Source: an optimization exercise on an open RTL-to-GDS flow (aim: small area, a short achievable clock period and few clock cycles per item). Production flows keep margins and buffers that such runs may drop. Only simulation tests tie the RTL to the original design; equivalence was not proved.

==> flow/design.v (outline; a module is shown in full before it is edited, if it fits) <==
// module window_fetch: 39 lines
// module conv_fa: 10 lines
// module conv_mac_k0: 293 lines
// module conv_mac_k1: 291 lines
// module max_pool: 26 lines
// module layer_ctrl: 118 lines
// module conv_top: 71 lines
module conv_top
#(
    parameter int IMG_BITS = 6    
) (
    input  wire               clk,
    input  wire               rst,
    input  wire               ready,
    input  conv_pkg::pix_t         idata,
    input  conv_pkg::pix_t         cdata_rd,
    output logic              busy,
    output logic              cwr,
    output logic              crd,
    output logic [conv_pkg::ADDR_W-1:0] iaddr,
    output logic [conv_pkg::ADDR_W-1:0] caddr_wr,
    output logic [conv_pkg::ADDR_W-1:0] caddr_rd,
    output conv_pkg::pix_t              cdata_wr,
    output logic [2:0]        csel
);
  // ...
==> flow/flow/run.sh <==
#!/bin/bash
# The standard layout (the standard.sh, unchanged synthesis and steps),
# with ORFS's repair_timing asked to reach a setup slack of 8.6 ns.
# The SDC and clock period are the standard flow's own.
set -euo pipefail
bash standard.sh SETUP_SLACK_MARGIN=8.6 finish > standard_run.log 2>&1
==> flow/standard.sh <==
#!/bin/bash
# synth_recipe.tcl (not shown) runs the flow's synth.tcl, then flattens the netlist and writes it again
# the make line also repeats each setting of config.mk as NAME=value (left out here)
make -C /OpenROAD-flow-scripts/flow DESIGN_CONFIG=/design/flow/config.mk WORK_HOME=/design/flow/orfs CLKGATE_MAP_FILE= SYNTH_SCRIPT=/design/flow/synth_recipe.tcl "${@:-finish}"
==> flow/config.mk <==
export PLATFORM = sky130hd
export DESIGN_NAME = conv_top
export DESIGN_NICKNAME = conv_top
export VERILOG_FILES = /design/flow/design.v
export SDC_FILE = /design/flow/constraint.sdc
export NUM_CORES = 4
export LEC_CHECK = 0
export CAP_MARGIN = 20
export CORE_MARGIN = 2
export CORE_UTILIZATION = 55
export CTS_CLUSTER_DIAMETER = 200
export CTS_CLUSTER_SIZE = 20
export SLEW_MARGIN = 20
export SYNTH_HIERARCHICAL = 1
export SYNTH_MINIMUM_KEEP_SIZE = 0
==> flow/constraint.sdc <==
create_clock -name core_clock -period 12.5 [get_ports {clk}]
set_input_delay 2.5000 -clock core_clock [delete_from_list [all_inputs] [get_ports {clk}]]
set_output_delay 2.5000 -clock core_clock [all_outputs]
set_load 0.01 [all_outputs]
==> metrics.md, run 1 <==
| Metric | Value |
|---|---|
| Status | timing/DRC/antenna clean |
| Final net count | 4,301 |
| RSZ-0062 raised after global routing | true |
| Pin count of the biggest net entering global routing | between 50 and 60 |
| Clk_skew | 0.02721 ns |
| DIE AREA | ~80,000 um^2 |
| Starting density of the core | 0.5565 |
| Syn Area/Cell | roughly 14 um^2 |
| Clock-cell share | 0.02430 |
| Drt first pass iters | 7 |
| Crit path DAT | between 4 and 5 ns |
| Gr ovfl total | 0 |
| Hold depth | 0 |
| CP peak stage delay | 0.58 ns |
| Met1 global-route usage | 0.3945 |
| Die Y | 284.0 um |
| Syn-to-layout area delta | 7.839% |
| First-pass GRT wire length | 167,800 um |
| Hpwl dp | ~83,000 um |
| TritonCTS Buffers | 41 |
| Worst Tran Pin Value | 1.139 ns |
| Top delay family on crit path | adder cells |
| CTS tree | yes |
| Minimum clock period | 3.841 ns |
| Final GP Congestion | 0.9178 |
| H-tree Lvls | 2 |
| Max clock buf depth | 3 |
| Largest cell class | multi-input combinational cells |
| Clock buf count | 48 |
| Reg with most FFs | u_window_fetch.s1 |
Testbench counts, summed over its fixed seeds: cycles 125,124, images 12.
==> run 2, diff against run 1 <==
==> flow/flow/run.sh (replaced) <==
#!/bin/bash
# The standard layout (the standard.sh, unchanged synthesis and steps),
# with ORFS's repair_timing asked to reach a setup slack of 8.8 ns.
# The SDC and clock period are the standard flow's own.
set -euo pipefail
bash standard.sh SETUP_SLACK_MARGIN=8.8 finish > standard_run.log 2>&1
==> run 2 against run 1 <==
  * Cell area is 2.9% higher
  * Utilization is 1.7 points higher
  * First-iteration DRC count is 4.8% higher
  * Sequential share of layout area is 0.35 points lower
  * Cell count is 2.8% higher
  * Hold slack better by 0.0099 ns
  * Via count is 2.8% higher
  * Fmax is 3.4% higher
  * Largest cell class unchanged
  * Highest routed layer unchanged
==> metrics.md, run 2 <==
| Metric | Value |
|---|---|
| H-tree Lvls | 2 (unchanged) |
| Final Max Slew Viols | 0 |
| Final Setup Violations | 0 |
| Gr ovfl total | 0 (unchanged) |
| Crit Path Class | flip-flop to flip-flop |
| Max clock buf depth | 3 (unchanged) |
| Largest registers | u_window_fetch.s1: 100 flops, u_window_fetch.s0: 96 flops, u_window_fetch.s2: 96 flops |
| TritonCTS Buffers | 41 (unchanged) |
| Crit path buf inv count | 0 |
| Die Wd | 284.0 um |
| Initial DRC count | 1,770 |
| # clock sinks | 710 |
| Fmax | 269.2 MHz |
| Cell count after synthesis | between 3,000 and 4,000 |
| Row count | 102 |
| DIE AREA | 80,640 um^2 (unchanged) |
| Top cell by count, worst path | fa_1 |
| Share of cells above drive strength 1 | 0.1955 |
| Yosys warning count | 18 |
| Hold depth | 0 (unchanged) |
| Final wirelength | 112,900 um |
| Initial antenna violation count | 3 |
| Routed len/inst | 25.61 um |
| Final net count | 4,419 (+2.7%) |
| Syn-to-layout area delta | 10.94% |
| Max FFs per register | 100 |
| # IOs | 105 |
| Reg with most FFs | u_window_fetch.s1 |
| Cts hold-fix bufs | 0 |
| Critical Path, Cell by Cell | or2_4 -> fa_1 -> fa_1 -> fa_1 -> fa_2 -> fa_1 -> fa_1 |
| Met2 wire len | around 53,000 um |
| Worst path depth | 7 |
| Core footprint | 77,470 um^2 |
| Req. time, crit path | 12.99 ns |
| CTS tree | yes |
| CP Capture Type | flip-flop |
| Via/cell ratio | 5.599 |
| Number of global-route vias before repair | approximately 28,000 |
| Antenna viol nets, final | 0 |
| Syn Area/Cell | 13.72 um^2 (unchanged) |
| Post-Route M1 WL | ~47,000 um |
| Number of port buffers | 71 |
| Relative slew margins | 0.2686 |
| Clk_skew | 0.02721 ns (+0.000008700 ns) |
| Worst Tran Pin Value | 1.097 ns (-0.04147 ns) |
| Drt first pass iters | 5 (-2) |
| Crit share post-route | 0.2971 |
| First-pass GRT wire length | 169,700 um (+1.1%) |
| Final GP Congestion | 0.9200 (+0.24%) |
| Pre-CTS setup slack | roughly 8 ns |
| Starting density of the core | 0.5565 (unchanged) |
| Max_cap viols | 0 |
| Commonest non-fill, non-tap cells in the layout | 825 x fa_1, 488 x dfxtp_1, 299 x inv_1, 167 x ha_1, 139 x buf_4 |
| Pin count of the biggest net entering global routing | 57 (unchanged) |
| Met3 WL post-DR | 9080 um |
| Die Y | 284.0 um (unchanged) |
| Top delay family on crit path | adder cells |
| Worst-path fanout max | 7 |
| Slowest stage cell on the critical path | fa_1 |
| Total global-route track usage | 0.2862 |
| Setup ws final | between 8 and 9 ns |
| Status | timing/DRC/antenna clean |
| Fill cells | 6,059 |
| Top layer reached by signal wires | met5 |
| Clock Latency Late Sink | 0.62 ns |
| Crit path DAT | 4.20 ns (-0.14 ns) |
| Reg2Reg Depth | 7 |
| Remaining DRCs | 0 |
| Most common cell after layout, fill and taps aside | fa_1 |
| RSZ-0062 raised after global routing | true |
| Reg clk slew, reported paths | 0.09 ns |
| Final hold violation count | 0 |
| Vias | 24,670 |
| Final setup TNS | 0 ns |
| Clk root buf | clkbuf_16 |
| Startpoint Class | flip-flop |
| Minimum clock period | 3.714 ns (-0.1269 ns) |
| Hpwl dp | 82,580 um (about the same) |
| Mapped cell area | 43,110 um^2 |
| CP peak stage delay | 0.58 ns (about the same) |
| Hold Crit Class | flip-flop to flip-flop |
## run 2: cell types whose count changed in the layout (fill, tap and decap cells not counted), sizes merged
cell,change
buf,+153
bufbuf,-2
clkbuf,+5
clkdlybuf4s15,+14
clkinvlp,-1
diode,+1
dlygate4sd2,-48
dlymetal6s2s,-1
inv,+1
## run 2: through the flow
step | std cells | instance area (um^2) | hold slack (ns) | util
after floorplan | 3159 | 43240 | 0.3096 | -
after global placement | 4206 | 44810 | 0.3105 | 0.5785
after detailed placement | 4206 | 44810 | 0.3121 | 0.5785
after CTS | 4320 | 46830 | 0.3148 | 0.6046
after global routing | 4406 | 47820 | 0.3183 | 0.6173
final | 4407 | 47830 | 0.3132 | 0.6174
## run 2: final timing paths
| path | start | to | slack (ns) |
|---|---|---|---|
| worst max-delay path | u_mac_k1_top.first | u_mac_k1_top.acc_c[6] | 8.79 |
| worst min-delay path | u_window_fetch.s3[42] | u_window_fetch.s3[38] | 0.31 |
| worst max register to register | u_mac_k1_top.first | u_mac_k1_top.acc_c[6] | 8.79 |
| worst min register to register | u_window_fetch.s3[42] | u_window_fetch.s3[38] | 0.31 |
| max in group asynchronous | rst | u_layer_ctrl.run | 10.31 |
| min in group asynchronous | rst | u_layer_ctrl.cwr | 2.05 |
## run 2: cell type report
class	count	area, um^2	area share
sequential	710	15300	0.3198
multi-input combinational	2044	26800	0.5604
timing repair buffer	239	2087	0.04364
tap	1040	1301	0.02721
antenna	1	2.502	0.00005232
clock inverter	4	77.57	0.001622
clock buffer	51	1064	0.02224
inverter	318	1197	0.02504
## run 2: worst register-to-register path, delay by kind of cell, from the launching register on
kind	cells	cell delay, ns
fa+ha+maj	6	2.95
flops	1	0.39
simple gates	1	0.25
## run 2: metal layers
layer  up-vias  GRT usage
met3       208    0.07484
met5         -          0
met2       899     0.4520
li1      10570          -
met1     12990     0.3827
met4         2     0.1071
## run 2: repair_timing
item / in CTS / in global routing
gates resized for setup: 423 / 107
setup buffers: 59 / 84
pin swaps: 25 / 106
gates cloned: 0 / 2
endpoints found under the hold margin: 0 / 0
endpoints found under the setup margin: 208 / 98

==> separate check: timing with driven ports <==
How much do the figures lean on ideal ports? The routed layouts below were timed once more, with nothing changed but the port constraints.
Step 1: set_driving_cell puts a clkbuf_16 on clk and a buf_2 on each other input, an assumption about the parent block.
Step 2 also shifts input and output timing later by t, the mid clock arrival at the registers, as if the neighbouring blocks saw the same clock.
a / b / c = ideal ports / drivers / drivers and shift; a / b = the first two.
run	shift t [ns]	slack for setup (ns)	clock arrival spread, ns
run 1	0.677	8.659 / 8.609 / 8.659	0.027 / 0.028
run 2	0.675	8.786 / 8.765 / 8.786	0.029 / 0.029
After both steps every run listed still meets setup and hold.
